From an optimization exercise on the open Yosys and OpenROAD flow, aimed at a short achievable clock period and few clock cycles; shortcuts taken in it are not production practice. Function was checked by simulation only, so behaviour that the tests miss may differ from the original. Power and IR drop assume default switching activity.

==> flow/config.mk <==
export PLATFORM = sky130hd
export DESIGN_NAME = cpu_core
export DESIGN_NICKNAME = cpu_core
export VERILOG_FILES = /design/flow/design.v
export SDC_FILE = /design/flow/constraint.sdc
export NUM_CORES = 4
export LEC_CHECK = 0
export ABC_CLOCK_PERIOD_IN_PS = 2000
export CAP_MARGIN = 20
export CORE_MARGIN = 2
export CORE_UTILIZATION = 35
export SETUP_SLACK_MARGIN = 3.8
export SLEW_MARGIN = 20
==> flow/constraint.sdc <==
create_clock -name core_clock -period 6.0 [get_ports {clk_i}]
set_input_delay 1.2000 -clock core_clock [delete_from_list [all_inputs] [get_ports {clk_i}]]
set_output_delay 1.2000 -clock core_clock [all_outputs]
set_load 0.01 [all_outputs]
==> flow/design.v <==
package cpu_pkg;
  typedef logic [15:0] word_t;      
  typedef logic [15:0] instr_t;
  typedef logic [3:0]  reg_addr_t;
  typedef logic [15:0] imm_t;       
  typedef enum logic [3:0] {
    OP_NOP  = 4'd0,
    OP_ADD  = 4'd1,
    OP_SUB  = 4'd2,
    OP_AND  = 4'd3,
    OP_OR   = 4'd4,
    OP_XOR  = 4'd5,
    OP_MOVI = 4'd6,
    OP_ADDI = 4'd7,
    OP_B    = 4'd8
  } opcode_e;
  typedef enum logic {
    FWD_REG = 1'b0,   
    FWD_WB  = 1'b1    
  } fwd_sel_e;
  localparam word_t RESET_PC = 16'h0000;
  localparam int    NUM_REGS = 16;
endpackage
`timescale 1ns/1ns
module cpu_core #(
  parameter int NUM_REGS = cpu_pkg::NUM_REGS
) (
  input  logic               clk_i,
  input  logic               reset_2_r,
  input  cpu_pkg::instr_t    instr_i,
  output cpu_pkg::word_t     pc_o,
  output logic               wb_valid_o,
  output cpu_pkg::reg_addr_t wb_rd_o,
  output cpu_pkg::word_t     wb_data_o
);
  localparam int NF = 8;    
  logic [15:0]   pc_q;      
  logic [15:0]   pco_q;     
  assign pc_o = pco_q;
  logic [15:0]   f_next;
  logic          d_redir;   
  logic [15:0]   d_tgt;
  logic [NF-1:0] fv_q;
  logic [15:0]   fkey_q [NF];
  logic [15:0]   fkm1_q [NF];   
  logic [15:0]   ftgt_q [NF];
  logic [NF-1:0] fm_q;          
  logic          f_hit;
  logic [15:0]   f_fold;
  logic [NF-1:0] m_inc, m_fold;
  logic [NF-1:0] f_repl;        
  always_comb begin
    f_fold = '0;
    for (int i = 0; i < NF; i++) begin
      f_fold = f_fold | (fm_q[i] ? ftgt_q[i] : 16'h0000);
    end
  end
  assign f_hit = |fm_q;
  always_comb begin
    for (int i = 0; i < NF; i++) begin
      m_inc[i]  = fv_q[i] && (fkm1_q[i] == pc_q);
      m_fold[i] = fv_q[i] && (fkey_q[i] == f_fold);
    end
  end
  always_comb begin
    if (d_redir)    f_next = d_tgt;
    else if (f_hit) f_next = f_fold;
    else            f_next = pc_q + 16'd1;
  end
  always_ff @(posedge clk_i or posedge reset_2_r) begin
    if (reset_2_r) begin
      pc_q <= cpu_pkg::RESET_PC;
      fm_q <= '0;
    end else begin
      pc_q <= f_next;
      fm_q <= (d_redir ? '0 : f_hit ? m_fold : m_inc) & ~f_repl;
    end
  end
  always_ff @(posedge clk_i) begin
    pco_q <= reset_2_r ? cpu_pkg::RESET_PC : f_next;
  end
  logic        ir_v;
  logic [15:0] ir_q;
  logic [15:0] ir_pc;
  always_ff @(posedge clk_i or posedge reset_2_r) begin
    if (reset_2_r) ir_v <= 1'b0;
    else           ir_v <= !d_redir;
  end
  always_ff @(posedge clk_i) begin
    ir_q  <= instr_i;
    ir_pc <= pc_q;
  end
  logic [3:0] d_op;
  logic       d_wr, d_movi, d_addi, d_sub, d_usea, d_useb;
  logic [3:0] d_rd, d_rn, d_rm, d_ra;
  assign d_op    = ir_q[15:12];
  assign d_wr    = ir_v && (d_op >= 4'd1) && (d_op <= 4'd7);
  assign d_movi  = (d_op == 4'd6);
  assign d_addi  = (d_op == 4'd7);
  assign d_sub   = (d_op == 4'd2);
  assign d_usea  = (d_op >= 4'd1) && (d_op <= 4'd5) || d_addi;
  assign d_useb  = (d_op >= 4'd1) && (d_op <= 4'd5);
  assign d_rd    = ir_q[11:8];
  assign d_rn    = ir_q[7:4];
  assign d_rm    = ir_q[3:0];
  assign d_ra    = d_addi ? d_rd : d_rn;
  assign d_redir = ir_v && (d_op == 4'd8);
  assign d_tgt   = ir_pc + {{4{ir_q[11]}}, ir_q[11:0]};
  logic [15:0] lw_pc;
  logic        lw_v, gap_q;
  logic [2:0]  fptr_q;    
  logic        al_q;
  logic [15:0] al_key, al_tgt;
  always_ff @(posedge clk_i or posedge reset_2_r) begin
    if (reset_2_r) begin
      lw_v   <= 1'b0;
      gap_q  <= 1'b0;
      al_q   <= 1'b0;
      fptr_q <= '0;
      fv_q   <= '0;
    end else begin
      if (d_wr) begin
        lw_v  <= 1'b1;
        gap_q <= 1'b0;
      end else if (ir_v) begin
        gap_q <= 1'b1;
      end
      al_q <= d_wr && lw_v && gap_q;
      if (al_q) begin
        fv_q[fptr_q] <= 1'b1;
        fptr_q       <= fptr_q + 1'b1;
      end
    end
  end
  always_comb begin
    f_repl = '0;
    if (al_q) f_repl[fptr_q] = 1'b1;
  end
  always_ff @(posedge clk_i) begin
    if (d_wr) lw_pc <= ir_pc;
    al_key <= lw_pc;
    al_tgt <= ir_pc;
    if (al_q) begin
      fkey_q[fptr_q] <= al_key;
      fkm1_q[fptr_q] <= al_key - 16'd1;
      ftgt_q[fptr_q] <= al_tgt;
    end
  end
  logic [7:0]          rlo_q [NUM_REGS];
  logic [7:0]          rhi_q [NUM_REGS];
  logic [NUM_REGS-1:0] rvlo_q, rvhi_q;
  logic [7:0]          rlo [NUM_REGS];
  logic [7:0]          rhi [NUM_REGS];
  always_comb begin
    for (int i = 0; i < NUM_REGS; i++) begin
      rlo[i] = rvlo_q[i] ? rlo_q[i] : 8'h00;
      rhi[i] = rvhi_q[i] ? rhi_q[i] : 8'h00;
    end
  end
  logic [7:0] rl_q;
  logic       wl_wr;
  logic [3:0] wl_rd;
  logic       el_wr;
  logic [3:0] el_rd, el_ra, el_rb;
  logic       el_movi, el_addi, el_sub, el_fa, el_fb;
  logic       el_and, el_or, el_xor;
  logic [7:0] el_a, el_b;
  logic       dl_ba, dl_bb;
  assign dl_ba = wl_wr && (wl_rd == d_ra);
  assign dl_bb = wl_wr && (wl_rd == d_rm);
  always_ff @(posedge clk_i or posedge reset_2_r) begin
    if (reset_2_r) el_wr <= 1'b0;
    else           el_wr <= d_wr;
  end
  always_ff @(posedge clk_i) begin
    el_rd   <= d_rd;
    el_ra   <= d_ra;
    el_rb   <= d_rm;
    el_movi <= d_movi;
    el_addi <= d_addi;
    el_sub  <= d_sub;
    el_and  <= (d_op == 4'd3);
    el_or   <= (d_op == 4'd4);
    el_xor  <= (d_op == 4'd5);
    el_fa   <= el_wr && (el_rd == d_ra) && d_usea;
    el_fb   <= el_wr && (el_rd == d_rm) && d_useb;
    el_a    <= d_movi ? 8'h00 : dl_ba ? rl_q : rlo[d_ra];
    el_b    <= (d_movi || d_addi) ? ir_q[7:0] : dl_bb ? rl_q : rlo[d_rm];
  end
  logic [7:0] l_a, l_b, l_res;
  logic [8:0] l_sum;
  assign l_a   = el_fa ? rl_q : el_a;
  assign l_b   = (el_fb ? rl_q : el_b) ^ {8{el_sub}};
  assign l_sum = {1'b0, l_a} + {1'b0, l_b} + {8'd0, el_sub};
  always_comb begin
    if (el_and)      l_res = l_a & l_b;
    else if (el_or)  l_res = l_a | l_b;
    else if (el_xor) l_res = l_a ^ l_b;
    else             l_res = l_sum[7:0];
  end
  logic       eh_wr;
  logic [3:0] eh_rd;
  logic       eh_sub, eh_fa, eh_fb, eh_c;
  logic       eh_and, eh_or, eh_xor;
  logic [7:0] eh_a, eh_b;
  logic [7:0] rh_q;       
  logic       wh_wr;
  logic [3:0] wh_rd;
  logic       fh_ba, fh_bb;
  assign fh_ba = wh_wr && (wh_rd == el_ra);
  assign fh_bb = wh_wr && (wh_rd == el_rb);
  always_ff @(posedge clk_i or posedge reset_2_r) begin
    if (reset_2_r) begin
      eh_wr  <= 1'b0;
      wl_wr  <= 1'b0;
      rvlo_q <= '0;
    end else begin
      eh_wr <= el_wr;
      wl_wr <= el_wr;
      if (wl_wr) rvlo_q[wl_rd] <= 1'b1;
    end
  end
  always_ff @(posedge clk_i) begin
    rl_q   <= l_res;
    wl_rd  <= el_rd;
    if (wl_wr) rlo_q[wl_rd] <= rl_q;
    eh_rd  <= el_rd;
    eh_sub <= el_sub;
    eh_and <= el_and;
    eh_or  <= el_or;
    eh_xor <= el_xor;
    eh_fa  <= el_fa;
    eh_fb  <= el_fb;
    eh_c   <= l_sum[8];
    eh_a   <= el_movi ? 8'h00 : fh_ba ? rh_q : rhi[el_ra];
    eh_b   <= (el_movi || el_addi) ? 8'h00 : fh_bb ? rh_q : rhi[el_rb];
  end
  logic [7:0] h_a, h_b, h_res;
  logic [7:0] h_sum;
  assign h_a   = eh_fa ? rh_q : eh_a;
  assign h_b   = (eh_fb ? rh_q : eh_b) ^ {8{eh_sub}};
  assign h_sum = h_a + h_b + {7'd0, eh_c};
  always_comb begin
    if (eh_and)      h_res = h_a & h_b;
    else if (eh_or)  h_res = h_a | h_b;
    else if (eh_xor) h_res = h_a ^ h_b;
    else             h_res = h_sum;
  end
  logic        w_valid;
  logic [3:0]  w_rd;
  logic [15:0] w_data;
  always_ff @(posedge clk_i or posedge reset_2_r) begin
    if (reset_2_r) begin
      wh_wr   <= 1'b0;
      rvhi_q  <= '0;
    end else begin
      wh_wr   <= eh_wr;
      if (wh_wr) rvhi_q[wh_rd] <= 1'b1;
    end
  end
  always_ff @(posedge clk_i) begin
    w_valid <= !reset_2_r && eh_wr;
  end
  always_ff @(posedge clk_i) begin
    rh_q  <= h_res;
    wh_rd <= eh_rd;
    if (wh_wr) rhi_q[wh_rd] <= rh_q;
    if (eh_wr) begin
      w_rd   <= eh_rd;
      w_data <= {h_res, rl_q};
    end
  end
  assign wb_valid_o = w_valid;
  assign wb_rd_o    = w_rd;
  assign wb_data_o  = w_data;
endmodule
==> flow/run.sh <==
#!/bin/bash
# synth_recipe.tcl (not shown) runs the flow's synth.tcl, then flattens the netlist and writes it again
# the make line also repeats each setting of config.mk as NAME=value (left out here)
make -C /OpenROAD-flow-scripts/flow DESIGN_CONFIG=/design/flow/config.mk WORK_HOME=/design/flow/orfs CLKGATE_MAP_FILE= SYNTH_SCRIPT=/design/flow/synth_recipe.tcl finish
==> results of run 1 <==
[worst max-delay path, delay by kind of cell, from the launching register on]
family	cells	cell delay, ps
compound gates	5	820
fa+ha+maj	2	620
flops	1	380
mux	1	240
simple gates	2	210
xor+xnor	1	150
buf+inv	1	40
[power by group through the flow]
stage	logic, uW	clock network (uW)	registers [uW]
after floorplan	2260	0	8750
after global placement	2890	0	9710
after detailed placement	2900	0	9720
after CTS	3340	6200	9600
after global routing	3940	6460	9750
final	3650	6140	9650
[stage by stage]
stage                     hold slack [ps]  worst slack, ps  instances  instance area (sq um)  total power, uW
after floorplan                       323             3000       3012                  39600            11000
after global placement                325             2720       4443                  41500            12600
after detailed placement              327             2710       4443                  41500            12600
after CTS                             337             3340       4764                  47600            19100
after global routing                  344             3180       4842                  49200            20100
final                                 331             3300       4843                  49200            19400
[final cells by class]
type	count	area, sq um	area share, %
Clock inverter	39	367	0.745
Clock buffer	139	2920	5.93
Timing Repair Buffer	308	2950	6.00
Antenna cell	1	2.50	0.00508
Inverter	67	263	0.534
Timing Repair inverter	2	12.5	0.0254
Multi-Input combinational cell	1885	15100	30.7
Tap cell	1488	1860	3.78
Sequential cell	914	25700	52.2
[kinds of logic after synthesis]
kind of cell               count (synthesis)
DFF                                      914
muxes                                     46
xor gates and xnor gates                 346
AOI/OAI and AO/OA                        479
and+or+nand+nor                          941
adders and majority gates                 67
buffers and inverters                    219
[repair_timing]
item                                    4_1_cts  5_1_grt
endpoints found under the setup margin      518      267
buffers inserted                            138       74
endpoints found under the hold margin         0        0
pin swaps                                    97      112
resized for setup                           540      194
cloned                                        5        4
[cell usage after synthesis (65+ instances only)]
cell type,count
nand4_1,98
nand2_1,230
a22oi_1,89
dfrtp_1,74
xnor2_1,194
edfxtp_1,676
nor4_1,65
xor2_1,152
nor2_1,148
clkbuf_1,85
dfxtp_1,164
nand3_1,185
[layer usage]
layer	track usage, %	vias up	routed length, um
li1	-	11888	-
met1	29.6	13708	54400
met2	33.9	1302	58500
met3	3.88	263	10800
met4	7.62	2	4720
met5	0	-	13
[state kept, by name (all words and copies together) (netlist names), 128 cells and up]
register  cells
fkey_q      128
fkm1_q      128
ftgt_q      128
rhi_q       128
rlo_q       128
[how the worst min path moves through the flow]
stage	to	slack [ps]	cells after the start
2_1_floorplan	al_key[0]	320	0
3_3_place_gp	al_key[12]	320	0
3_5_place_dp	al_key[10]	330	0
4_1_cts	al_key[14]	340	0
5_1_grt	al_key[14]	340	0
6_report	al_key[14]	330	0
==> results.json, run 1 <==
{
  "outcome": "complete, no violations",
  "holdCritStartpoint": "lw_pc[14]",
  "clk_pin_slew_ps": 60,
  "initial_core_util_pct": 35.4,
  "combPwrFrac_pct": 18.8,
  "critPathLaunchType": "register",
  "nets": 3359,
  "drv_slew": 0,
  "die-height_um": 339,
  "cp_max_fo": 3,
  "max_slew_margin_pct": 29.9,
  "rows": 122,
  "die_x_um": 339,
  "cts_max_path_buffers": 3,
  "cts_buffers": 96,
  "syn_avg_cell_area_sq_um": 13.1,
  "yosys_warnings": 3,
  "cp_cell_sequence": "mux2i_4 > xnor2_2 > fa_2 > inv_2 > fa_2 > nor2b_1 > o21a_1 > o21a_1 > o21ai_2 > a21oi_2 > nor4b_2 > a211o_1",
  "synthFlopType": "edfxtp_1",
  "grt_overflow": 0,
  "cp-end-kind": "register",
  "ios": 55,
  "area_growth_syn_to_layout_pct": 25.1,
  "drive_above_1_share_pct": 28.0,
  "setup_viol": 0,
  "async_flop_share_pct": 8.10,
  "slowest_stage": "dfxtp_4",
  "p_sw_uw": 6100,
  "synth_area_leader_cell": "edfxtp_1",
  "critPathKind": "register to register",
  "synthAdderAreaFrac_pct": 2.21,
  "synthTopCellsByArea": "edfxtp_1, dfxtp_1, dfrtp_1, xnor2_1, xor2_1",
  "ctsRootBufferMaster": "clkbuf_16",
  "critPathArrivalTime_ps": 3130,
  "vias_per_cell": 5.61,
  "portBuffers": 54,
  "finalCriticalPeriod_ps": 2700,
  "synth_compound_gate_area_share_pct": 8.99,
  "syn_inst": 3012,
  "drc_errors": 0,
  "finalSetupTns_ps": 0,
  "synthXorXnorAreaFrac_pct": 7.70,
  "cap_violations": 0,
  "routed_wl_um": 128000,
  "intPower_uw": 13300,
  "crit_start": "eh_fb",
  "avgRoutedWirePerCell_um": 26.5,
  "cts_tree": "built",
  "ys_seq_area_share_pct": 64.7,
  "timing.fmax_ghz": 0.371,
  "reg2reg_from": "eh_fb",
  "rsz0062_at_grt": "yes",
  "max_stage_delay_ps": 380,
  "syn-num-nets": 3097,
  "tightest_slew_ps": 1050,
  "final_common_cell": "edfxtp_1",
  "seqPwrFrac_pct": 49.7,
  "hpwlAfterDp_um": 81600,
  "synthSimpleGateAreaFrac_pct": 12.8,
  "vias": 27163,
  "reg2reg_depth": 12,
  "power_leakage_uw": 0.0170,
  "dieArea_sq_um": 115000,
  "h-tree-depth": 3,
  "synth_top_area_share_pct": 51.6,
  "ant_nets": 0,
  "clock_power_share_pct": 31.6,
  "place_congestion": 0.937,
  "first_pass_iters": 9,
  "synth_cell_types": 85,
  "syn_area_sq_um": 39300,
  "hold_buffers": 0,
  "grtUsageTotal_pct": 21.4,
  "clock_latency_ps": 690,
  "ys_seq_elements": 914,
  "grt_max_degree": 49,
  "vdd_drop_max_mv": 0.215,
  "required_ps": 6430,
  "drt_iter0_drc": 3236,
  "core_sq_um": 111000,
  "switching_share_pct": 31.4,
  "reg2reg_to": "w_data[14]",
  "cts_sinks": 914,
  "grt_pass1_wl_um": 183000,
  "crit_end": "w_data[14]",
  "hold_viol_final": 0,
  "synth_top_family_by_area": "simple AND/OR/NAND/NOR gates",
  "grt_pass1_vias": 26407,
  "final_util_pct": 44.3,
  "synth_mux_area_share_pct": 1.22,
  "r2r_setup_slack_ps": 3300,
  "fillers": 10037,
  "post-route-period-util_pct": 45.0,
  "antenna_found_initial": 3,
  "clock_skew_ps": 37.2,
  "p_per_area_nw_per_um2": 395,
  "synth-edff-count": 676,
  "min_path_type": "register to register",
  "layout_common_cells": "edfxtp_1, nand2_1, xnor2_1, buf_4, nand3_1"
}
Testbench counts, summed over its fixed seeds: cycles 10,280.
==> run 2, diff against run 1 <==
--- a/flow/config.mk
+++ b/flow/config.mk
@@ -7,3 +7,3 @@
 export LEC_CHECK = 0
-export ABC_CLOCK_PERIOD_IN_PS = 2000
+export ABC_CLOCK_PERIOD_IN_PS = 1500
 export CAP_MARGIN = 20
@@ -11,3 +11,3 @@
 export CORE_UTILIZATION = 35
-export SETUP_SLACK_MARGIN = 3.8
+export SETUP_SLACK_MARGIN = 4.3
 export SLEW_MARGIN = 20
==> run 2 against run 1 <==
  * Global-route usage rose by 1.8 points
  * First-iteration DRC count increased by 14%
  * Setup slack improved by 46 ps
  * Critical endpoint unchanged
  * Still clean on timing, DRC and antenna
  * Critical path type unchanged
  * Register-to-register slack improved by 50 ps
  * Sequential share of layout area down 4.2 points
  * Highest routed layer unchanged
==> results.json, run 2 <==
{
  "nets": 3582,
  "cp_cell_sequence": "mux2i_4 > xnor2_2 > fa_2 > inv_2 > fa_2 > nor2b_1 > o21a_1 > o21a_1 > o21ai_2 > a21oi_2 > nor4b_2 > a211o_1",
  "grt_overflow": 0,
  "clock_latency_ps": 710,
  "synth-edff-count": 676,
  "hpwlAfterDp_um": 82500,
  "required_ps": 6450,
  "outcome": "complete, no violations",
  "clk_pin_slew_ps": 60,
  "finalCriticalPeriod_ps": 2650,
  "final_util_pct": 48.3,
  "timing.fmax_ghz": 0.377,
  "final_common_cell": "edfxtp_1",
  "max_slew_margin_pct": 36.4,
  "dieArea_sq_um": 115000,
  "rsz0062_at_grt": "yes",
  "route.met3.wl_um": 13500,
  "vias_per_cell": 5.70,
  "cts_tree": "built",
  "r2r_setup_slack_ps": 3350,
  "min_path_type": "register to register",
  "die-height_um": 339,
  "num_antenna_cells": 0,
  "synthTopCellsByArea": "edfxtp_1, dfxtp_1, dfrtp_1, xnor2_1, xor2_1",
  "ant_nets": 0,
  "cap_violations": 0,
  "reg2reg_from": "eh_fb",
  "synth_cell_types": 85,
  "critPathArrivalTime_ps": 3110,
  "slowest_stage": "dfxtp_4",
  "drv_slew": 0,
  "clock_skew_ps": 34.3,
  "hold_buffers": 0,
  "vdd_drop_max_mv": 0.263,
  "critPathKind": "register to register",
  "met2WireLength_um": 63000,
  "drive_above_1_share_pct": 39.1,
  "power_leakage_uw": 0.0188,
  "grtUsageTotal_pct": 23.2,
  "reg2reg_to": "w_data[14]",
  "initial_core_util_pct": 35.4,
  "h-tree-depth": 3,
  "grt_pass1_vias": 28280,
  "cp_num_cells": 12,
  "die_x_um": 339,
  "p_per_area_nw_per_um2": 382,
  "yosys_warnings": 3,
  "cts_max_path_buffers": 3,
  "tightest_slew_ps": 955,
  "placed_cell_area_sq_um": 41900,
  "core_sq_um": 111000,
  "cts_sinks": 914,
  "critPathBufInv": 1,
  "avgRoutedWirePerCell_um": 27.3,
  "reg2reg_depth": 12,
  "finalSetupTns_ps": 0,
  "min_to": "al_key[2]",
  "drt_iter0_drc": 3693,
  "ys_seq_elements": 914,
  "syn-num-nets": 3097,
  "area_growth_syn_to_layout_pct": 36.5,
  "critPathLaunchType": "register",
  "regArea_sq_um": 25800,
  "portBuffers": 54,
  "cp_max_fo": 3,
  "grt_max_degree": 49,
  "async_flop_share_pct": 8.10,
  "cp-end-kind": "register",
  "ys_seq_area_share_pct": 64.7,
  "rows": 122,
  "syn_area_sq_um": 39300,
  "synth_most_common_cell": "edfxtp_1",
  "cts_buffers": 98,
  "drc_errors": 0,
  "ctsRootBufferMaster": "clkbuf_16",
  "ios": 55,
  "total_power_uw": 20500,
  "first_pass_iters": 5,
  "synth_area_leader_cell": "edfxtp_1",
  "syn_inst": 3012,
  "routed.top_layer": "met5",
  "hold_viol_final": 0,
  "layout_common_cells": "edfxtp_1, buf_4, nand2_1",
  "max_stage_delay_ps": 370,
  "holdPathStages": 0,
  "routed_wl_um": 138000,
  "synth_commonest_cells": "edfxtp_1, nand2_1, xnor2_1",
  "wl_met1_um": 55900,
  "multi_input_area_sq_um": 16800,
  "timing.hold.ws_ps": 333,
  "post-route-period-util_pct": 44.2,
  "place_congestion": 1.01,
  "fin_area_sq_um": 53700,
  "synth_top_area_share_pct": 51.6,
  "path_delay_family": "compound AO/OA/AOI/OAI gates",
  "fillers": 9433,
  "setup_viol": 0,
  "antenna_found_initial": 4,
  "synthFlopType": "edfxtp_1",
  "vias": 28898,
  "grt_pass1_wl_um": 197000,
  "holdCritStartpoint": "lw_pc[2]",
  "syn_avg_cell_area_sq_um": 13.1
}
run 2: cell counts after synthesis:
No cell type changed its count.
run 2: stage by stage:
step           instances  worst slack (ps)
2_1_floorplan       3012              3000
3_3_place_gp        4437              2810
3_5_place_dp        4437              2790
4_1_cts             4962              3340
5_1_grt             5071              3200
6_report            5071              3350
run 2: cells by family after synthesis:
family	synth area share (%)
AOI/OAI and AO/OA	8.99
muxes	1.22
adders and majority gates	2.21
and+or+nand+nor	12.8
buffers and inverters	2.42
DFF	64.7
xor gates and xnor gates	7.70
run 2: worst max path at each step:
| stage | from | endpoint |
|---|---|---|
| global placement | reset_2_r | pco_q[0] |
| floorplan | reset_2_r | pco_q[0] |
| CTS | eh_fb | w_data[14] |
| detailed placement | reset_2_r | pco_q[0] |
| global route | eh_fb | w_data[14] |
| finish | eh_fb | w_data[14] |
run 2: timing repair:
item / in CTS / in global routing
setup buffers: 327 / 107
gates resized for setup: 894 / 258
pin swaps: 259 / 186
setup endpoints to repair: 975 / 683
cloned: 12 / 2
run 2: metal layers:
layer,vias to the layer above,track usage [%]
li1,12346,-
met1,14443,31.8
met2,1727,36.2
met3,378,4.49
met4,4,9.33
met5,-,0
run 2: layout make-up:
class                   count  area share [%]
clock buffers             128            4.93
multi-input cells        1887            31.3
flip-flops and latches    914            48.0
repair buffers            526            10.4
well taps                1488            3.47
repair inverters            3          0.0373
clock inverters            58            1.26
inverters                  67           0.522
run 2: report_power, final:
| part | switching [uW] | internal, uW | total, uW |
|---|---|---|---|
| clock network | 2650 | 3620 | 6270 |
| logic | 2560 | 2060 | 4620 |
| registers | 1420 | 8170 | 9590 |
run 2: worst reg2reg max path: stages, from the launching register on:
cell     delay [ps]
dfxtp_4         370
mux2i_4         240
xnor2_2         150
fa_2            250
inv_2            40
fa_2            360
nor2b_1         130
o21a_1          150
o21a_1          130
o21ai_2          60
a21oi_2         200
nor4b_2          80
a211o_1         260

-- what the ideal ports hide --
Ports are ideal in the flow. The routed layouts listed here were re-timed in OpenROAD. Step 1 sets driving cells, clkbuf_16 on the clock port and buf_2 on the other inputs (assumed; they add their load-dependent delay and slew). Step 2 also shifts input and output timing later by t, the mid clock arrival at the registers, as if the neighbouring blocks saw the same clock. Three values: ideal, step 1, step 2; two values: the first two.
| run | shift t [ns] | slack for setup (ns) | latest minus earliest clock arrival (ns) | slew at the worst register clock pin (ns) | worst data-port slew with drivers (ns) |
|---|---|---|---|---|---|
| run 1 | 0.746 | 3.301 / 3.301 / 3.301 | 0.038 / 0.038 | 0.07 / 0.07 | 0.05 |
| run 2 | 0.760 | 3.347 / 3.347 / 3.347 | 0.035 / 0.035 | 0.07 / 0.07 | 0.05 |
After both steps every run listed still meets setup and hold.
